What follows belongs to an exercise in optimizing a design on an open flow for small area and a short achievable clock period; a production flow would make more cautious choices.
Only simulation tests tie the RTL to the original design; equivalence was not proved.
Power is estimated from default activity; no workload was simulated.

## v6
==> flow/design.v <==
module arp_cache #(
  parameter int DEPTH     = 16,
  parameter int AGE_W     = 8,
  parameter int AGE_LIMIT = 200,
  parameter int TICK_DIV  = 16
) (
  input  logic                     i_clk,
  input  logic                     i_rst,
  input  logic                     i_upd_valid,
  input  logic [31:0]              i_upd_ip,
  input  logic [47:0]              i_upd_mac,
  input  logic                     i_seek_valid,
  input  logic [31:0]              i_seek_ip,
  input  logic                     i_flush,
  output logic                     o_seek_valid,
  output logic                     o_seek_hit,
  output logic [47:0]              o_seek_mac,
  output logic [$clog2(DEPTH):0]   o_count
);
  localparam int IDX_W = $clog2(DEPTH);
  localparam int TCK_W = $clog2(TICK_DIV);
  logic flush;
  assign flush = i_flush;
  logic [31:0]      tbl_ip  [DEPTH];
  logic [47:0]      tbl_mac [DEPTH];
  logic [AGE_W-1:0] tbl_exp [DEPTH];
  logic [DEPTH-1:0] tbl_valid;
  logic             s1_valid, s1_byp;
  logic [DEPTH-1:0] s1_m, last_wsel;
  logic [31:0]      s1_ip;
  logic [47:0]      s1_mac;
  logic [TCK_W-1:0] tick_cnt;
  logic [AGE_W-1:0] gtick, gtick_n;
  logic             tick;
  logic [IDX_W-1:0] victim;
  logic [2:0]       grp_cnt [4];
  logic             upd_acc, bypass, s1_hit, any_free, adv, seek_hit_c;
  logic [AGE_W-1:0] exp_new;
  logic [DEPTH-1:0] wsel, expire, keep, upd_m, seek_m, vnext, free_oh, vict_oh;
  logic [2:0]       keep_cnt [4];
  logic [3:0]       grp_add;
  logic [47:0]      seek_mac_c;   
  logic [47:0]      seek_mac_n;   
  logic [IDX_W:0]   cnt_c;
  assign gtick_n = gtick + AGE_W'(tick);
  assign upd_acc = i_upd_valid && (i_upd_ip != 32'd0) && !flush;
  assign bypass  = s1_valid && (s1_ip == i_upd_ip);
  assign exp_new = gtick_n + AGE_W'(AGE_LIMIT - 1);
  always_comb begin
    s1_hit   = s1_byp | (|s1_m);
    any_free = ~&tbl_valid;
    for (int i = 0; i < DEPTH; i++) begin
      free_oh[i] = ~tbl_valid[i];
      for (int j = 0; j < i; j++) free_oh[i] = free_oh[i] & tbl_valid[j];
      vict_oh[i] = (victim == IDX_W'(i));
      wsel[i]    = s1_valid & (s1_m[i] | (s1_byp & last_wsel[i])
                              | (~s1_hit & (any_free ? free_oh[i] : vict_oh[i])));
    end
    adv = s1_valid & ~s1_hit & ~any_free;
  end
  always_comb begin
    for (int i = 0; i < DEPTH; i++) begin
      expire[i] = tick & tbl_valid[i] & (tbl_exp[i] == gtick);
      upd_m[i]  = tbl_valid[i] & (tbl_ip[i] == i_upd_ip);
      seek_m[i] = i_seek_valid & tbl_valid[i] & (tbl_ip[i] == i_seek_ip);
      keep[i]   = tbl_valid[i] & ~expire[i];
      vnext[i]  = wsel[i] | keep[i];
    end
  end
  always_comb begin
    seek_hit_c = |seek_m;
    seek_mac_c = '0;
    for (int i = 0; i < DEPTH; i++)
      seek_mac_c = seek_mac_c | ({48{seek_m[i]}} & ~tbl_mac[i]);
  end
  always_comb begin
    for (int g = 0; g < 4; g++) begin
      keep_cnt[g] = 3'(keep[4*g]) + 3'(keep[4*g+1]) + 3'(keep[4*g+2]) + 3'(keep[4*g+3]);
      grp_add[g]  = |(wsel[4*g +: 4] & ~keep[4*g +: 4]);
    end
  end
  always_comb begin
    cnt_c = '0;
    for (int g = 0; g < 4; g++) cnt_c = cnt_c + (IDX_W + 1)'(grp_cnt[g]);
  end
  always_ff @(posedge i_clk or posedge i_rst) begin
    if (i_rst) s1_valid <= 1'b0;
    else       s1_valid <= upd_acc;
  end
  always_ff @(posedge i_clk) begin
    s1_byp    <= bypass;
    s1_m      <= upd_m;
    last_wsel <= wsel;
    s1_ip  <= i_upd_ip;
    s1_mac <= i_upd_mac;
  end
  for (genvar i = 0; i < DEPTH; i++) begin : g_ent
    always_ff @(posedge i_clk) begin
      if (wsel[i]) begin
        tbl_ip[i]  <= s1_ip;
        tbl_mac[i] <= s1_mac;
        tbl_exp[i] <= exp_new;
      end
    end
  end
  always_ff @(posedge i_clk or posedge i_rst) begin
    if (i_rst) begin
      tbl_valid <= '0;
      for (int g = 0; g < 4; g++) grp_cnt[g] <= '0;
    end else if (flush) begin
      tbl_valid <= '0;
      for (int g = 0; g < 4; g++) grp_cnt[g] <= '0;
    end else begin
      tbl_valid <= vnext;
      for (int g = 0; g < 4; g++)
        grp_cnt[g] <= grp_add[g] ? keep_cnt[g] + 3'd1 : keep_cnt[g];
    end
  end
  always_ff @(posedge i_clk or posedge i_rst) begin
    if (i_rst) begin
      victim       <= '0;
      tick_cnt     <= '0;
      tick         <= 1'b0;
      gtick        <= '0;
      o_seek_valid <= 1'b0;
      o_seek_hit   <= 1'b0;
      seek_mac_n   <= '0;
      o_count      <= '0;
    end else begin
      if (flush)
        victim <= '0;
      else if (adv)
        victim <= victim + IDX_W'(1);
      tick_cnt     <= tick_cnt + TCK_W'(1);
      tick         <= (tick_cnt == TCK_W'(TICK_DIV - 2));
      gtick        <= gtick_n;
      o_seek_valid <= i_seek_valid;
      o_seek_hit   <= seek_hit_c;
      seek_mac_n   <= seek_mac_c;
      o_count      <= cnt_c;
    end
  end
  assign o_seek_mac = ~seek_mac_n;
endmodule
export LEC_CHECK = 0
export CAP_MARGIN = 20
export CORE_MARGIN = 2
export CORE_UTILIZATION = 40
export CTS_BUF_LIST = sky130_fd_sc_hd__clkbuf_4 sky130_fd_sc_hd__clkbuf_8
export CTS_CLUSTER_SIZE = 30
export SETUP_SLACK_MARGIN = 3.0
export SLEW_MARGIN = 20
create_clock -name core_clock -period 6.0 [get_ports {i_clk}]
run.sh (not shown) runs the stock make flow with config.mk's settings and CLKGATE_MAP_FILE= SYNTH_SCRIPT=/design/flow/synth_recipe.tcl, a recipe that flattens the netlist after the stock synthesis.
v6 | stages: all done | timing, DRC, antenna: all pass
diff inputs: v6 => v7
-- flow/design.v --
<<< v6, line 33
  logic [AGE_W-1:0] gtick, gtick_n;
  logic             tick;
  logic [IDX_W-1:0] victim;
  logic [2:0]       grp_cnt [4];
>>> v7, line 33
  logic [AGE_W-1:0] gtick, gtick_n;
  logic             tick;
  logic [DEPTH-1:0] exp_eq;
  logic [IDX_W-1:0] victim;
  logic [2:0]       grp_cnt [4];
<<< v6, line 61
  always_comb begin
    for (int i = 0; i < DEPTH; i++) begin
      expire[i] = tick & tbl_valid[i] & (tbl_exp[i] == gtick);
      upd_m[i]  = tbl_valid[i] & (tbl_ip[i] == i_upd_ip);
      seek_m[i] = i_seek_valid & tbl_valid[i] & (tbl_ip[i] == i_seek_ip);
>>> v7, line 62
  always_comb begin
    for (int i = 0; i < DEPTH; i++) begin
      expire[i] = tick & tbl_valid[i] & exp_eq[i];
      upd_m[i]  = tbl_valid[i] & (tbl_ip[i] == i_upd_ip);
      seek_m[i] = i_seek_valid & tbl_valid[i] & (tbl_ip[i] == i_seek_ip);
<<< v6, line 92
    s1_m      <= upd_m;
    last_wsel <= wsel;
    s1_ip  <= i_upd_ip;
    s1_mac <= i_upd_mac;
>>> v7, line 93
    s1_m      <= upd_m;
    last_wsel <= wsel;
    for (int i = 0; i < DEPTH; i++) exp_eq[i] <= ~wsel[i] & (tbl_exp[i] == gtick_n);
    s1_ip  <= i_upd_ip;
    s1_mac <= i_upd_mac;
Results
Layout buffering overhead excluding clock cells: v7 vs v6 up 1.2 points
Final critical delay including setup and external delays was higher in v6 than in v7.
The required time reported for the critical path endpoint was comparable across v7 and v6.
The final reports for v7 and v6 show number of ordinary and repair buffers in the finished layout higher in the former.
Diff v6 -> v7: largest net degree at the start of global routing now sits lower; multiplexer fraction of the synthesized cell area flat.
The standard cells in v7 occupy more silicon area than those in v6 do.
Core utilization was lower in the run labelled v6.
Relative to v6, simple-gate share of the synthesized area increased by 4.3 points in v7.
| number of standard cells after synthesis | v7 vs v6 | about 12% higher |
Worst setup path startpoint: gtick[4] -> v6, i_seek_ip[23] -> v7
Row post-CTS repair timing setup buffer count: v7 lower / v6 higher
Total power: v7 above v6
Delta(multi-input combinational cell count, v7 - v6) > 0

* * *

RTL: the design.v shown in full above, as it stands there.
==> flow/config.mk <==
export PLATFORM = sky130hd
export DESIGN_NAME = arp_cache
export DESIGN_NICKNAME = arp_cache
export VERILOG_FILES = /design/flow/design.v
export SDC_FILE = /design/flow/constraint.sdc
export NUM_CORES = 4
export LEC_CHECK = 0
export CAP_MARGIN = 20
export CORE_MARGIN = 2
export CORE_UTILIZATION = 40
export CTS_BUF_LIST = sky130_fd_sc_hd__clkbuf_4 sky130_fd_sc_hd__clkbuf_8
export CTS_CLUSTER_SIZE = 30
export SETUP_SLACK_MARGIN = 3.0
export SLEW_MARGIN = 20
==> flow/constraint.sdc <==
create_clock -name core_clock -period 6.0 [get_ports {i_clk}]
set_input_delay 1.2000 -clock core_clock [delete_from_list [all_inputs] [get_ports {i_clk}]]
set_output_delay 1.2000 -clock core_clock [all_outputs]
set_load 0.01 [all_outputs]
standard.sh (not shown) runs the stock make flow with config.mk's settings and CLKGATE_MAP_FILE= SYNTH_SCRIPT=/design/flow/synth_recipe.tcl, a recipe that flattens the netlist after the stock synthesis.
==> flow/flow/run.sh <==
#!/bin/bash
# Standard synthesis and layout; the only change from the standard flow's own layout is that the port
# buffers are sky130_fd_sc_hd__buf_4 instead of the cell buffer_ports picks by default.
set -euo pipefail
bash standard.sh synth > synth.log 2>&1
bash standard.sh "BUFFER_PORTS_ARGS=-buffer_cell sky130_fd_sc_hd__buf_4" finish > layout.log 2>&1
The starting point passed the timing, DRC and antenna checks.
Rerun with:
--- a/flow/design.v
+++ b/flow/design.v
@@ -32,6 +32,7 @@
   logic [TCK_W-1:0] tick_cnt;
   logic [AGE_W-1:0] gtick, gtick_n;
   logic             tick;
+  logic [DEPTH-1:0] exp_eq;
   logic [IDX_W-1:0] victim;
   logic [2:0]       grp_cnt [4];
   logic             upd_acc, bypass, s1_hit, any_free, adv, seek_hit_c;
@@ -60,7 +61,7 @@
   end
   always_comb begin
     for (int i = 0; i < DEPTH; i++) begin
-      expire[i] = tick & tbl_valid[i] & (tbl_exp[i] == gtick);
+      expire[i] = tick & tbl_valid[i] & exp_eq[i];
       upd_m[i]  = tbl_valid[i] & (tbl_ip[i] == i_upd_ip);
       seek_m[i] = i_seek_valid & tbl_valid[i] & (tbl_ip[i] == i_seek_ip);
       keep[i]   = tbl_valid[i] & ~expire[i];
@@ -91,6 +92,7 @@
     s1_byp    <= bypass;
     s1_m      <= upd_m;
     last_wsel <= wsel;
+    for (int i = 0; i < DEPTH; i++) exp_eq[i] <= ~wsel[i] & (tbl_exp[i] == gtick_n);
     s1_ip  <= i_upd_ip;
     s1_mac <= i_upd_mac;
   end
Clock power went up by about 5%.
Final area increases by 4.0%.
Maximum frequency climbs by 7.4%.
Global-route usage grows by 2.7 points.
Clock-buffer cell count increases by 25.
Total power came out higher by 2.9%.
Wire length rises by 18%.

-- static timing again, ports no longer ideal --
The flow's constraints put no driver on any port. The routed layouts listed below were extracted and timed again, unchanged, in two steps.
Step 1, drivers: a clkbuf_16 drives i_clk and a buf_2 each remaining input, both assumed.
Step 2 moves the port delays by t, midway between the first and last clock arrival at a register: inputs arrive t later, outputs are due t later. That takes back most of the time a late clock gives input paths.
Slacks: no drivers / after step 1 / after step 2; pairs: no drivers / after step 1.
| run | shift t [ns] | slack for setup (ns) | latest minus earliest clock arrival (ns) | slew at the worst register clock pin (ns) | worst data-port slew with drivers (ns) |
|---|---|---|---|---|---|
| v6 | 1.063 | 2.572 / 2.572 / 1.844 | 0.122 / 0.122 | 0.07 / 0.07 | 0.23 |
| v7 | 1.110 | 2.796 / 2.849 / 1.739 | 0.117 / 0.118 | 0.07 / 0.07 | 0.05 |
| the first run of note 2 | 1.079 | 2.570 / 2.570 / 1.913 | 0.086 / 0.087 | 0.07 / 0.07 | 0.19 |
| the second run of note 2 | 1.135 | 2.807 / 2.858 / 1.723 | 0.137 / 0.138 | 0.07 / 0.07 | 0.13 |
After both steps every run listed still meets setup and hold. The setup slack of the second run of note 2, which loses most, moves by +0.051 ns with the drivers and by -1.084 ns with both steps.
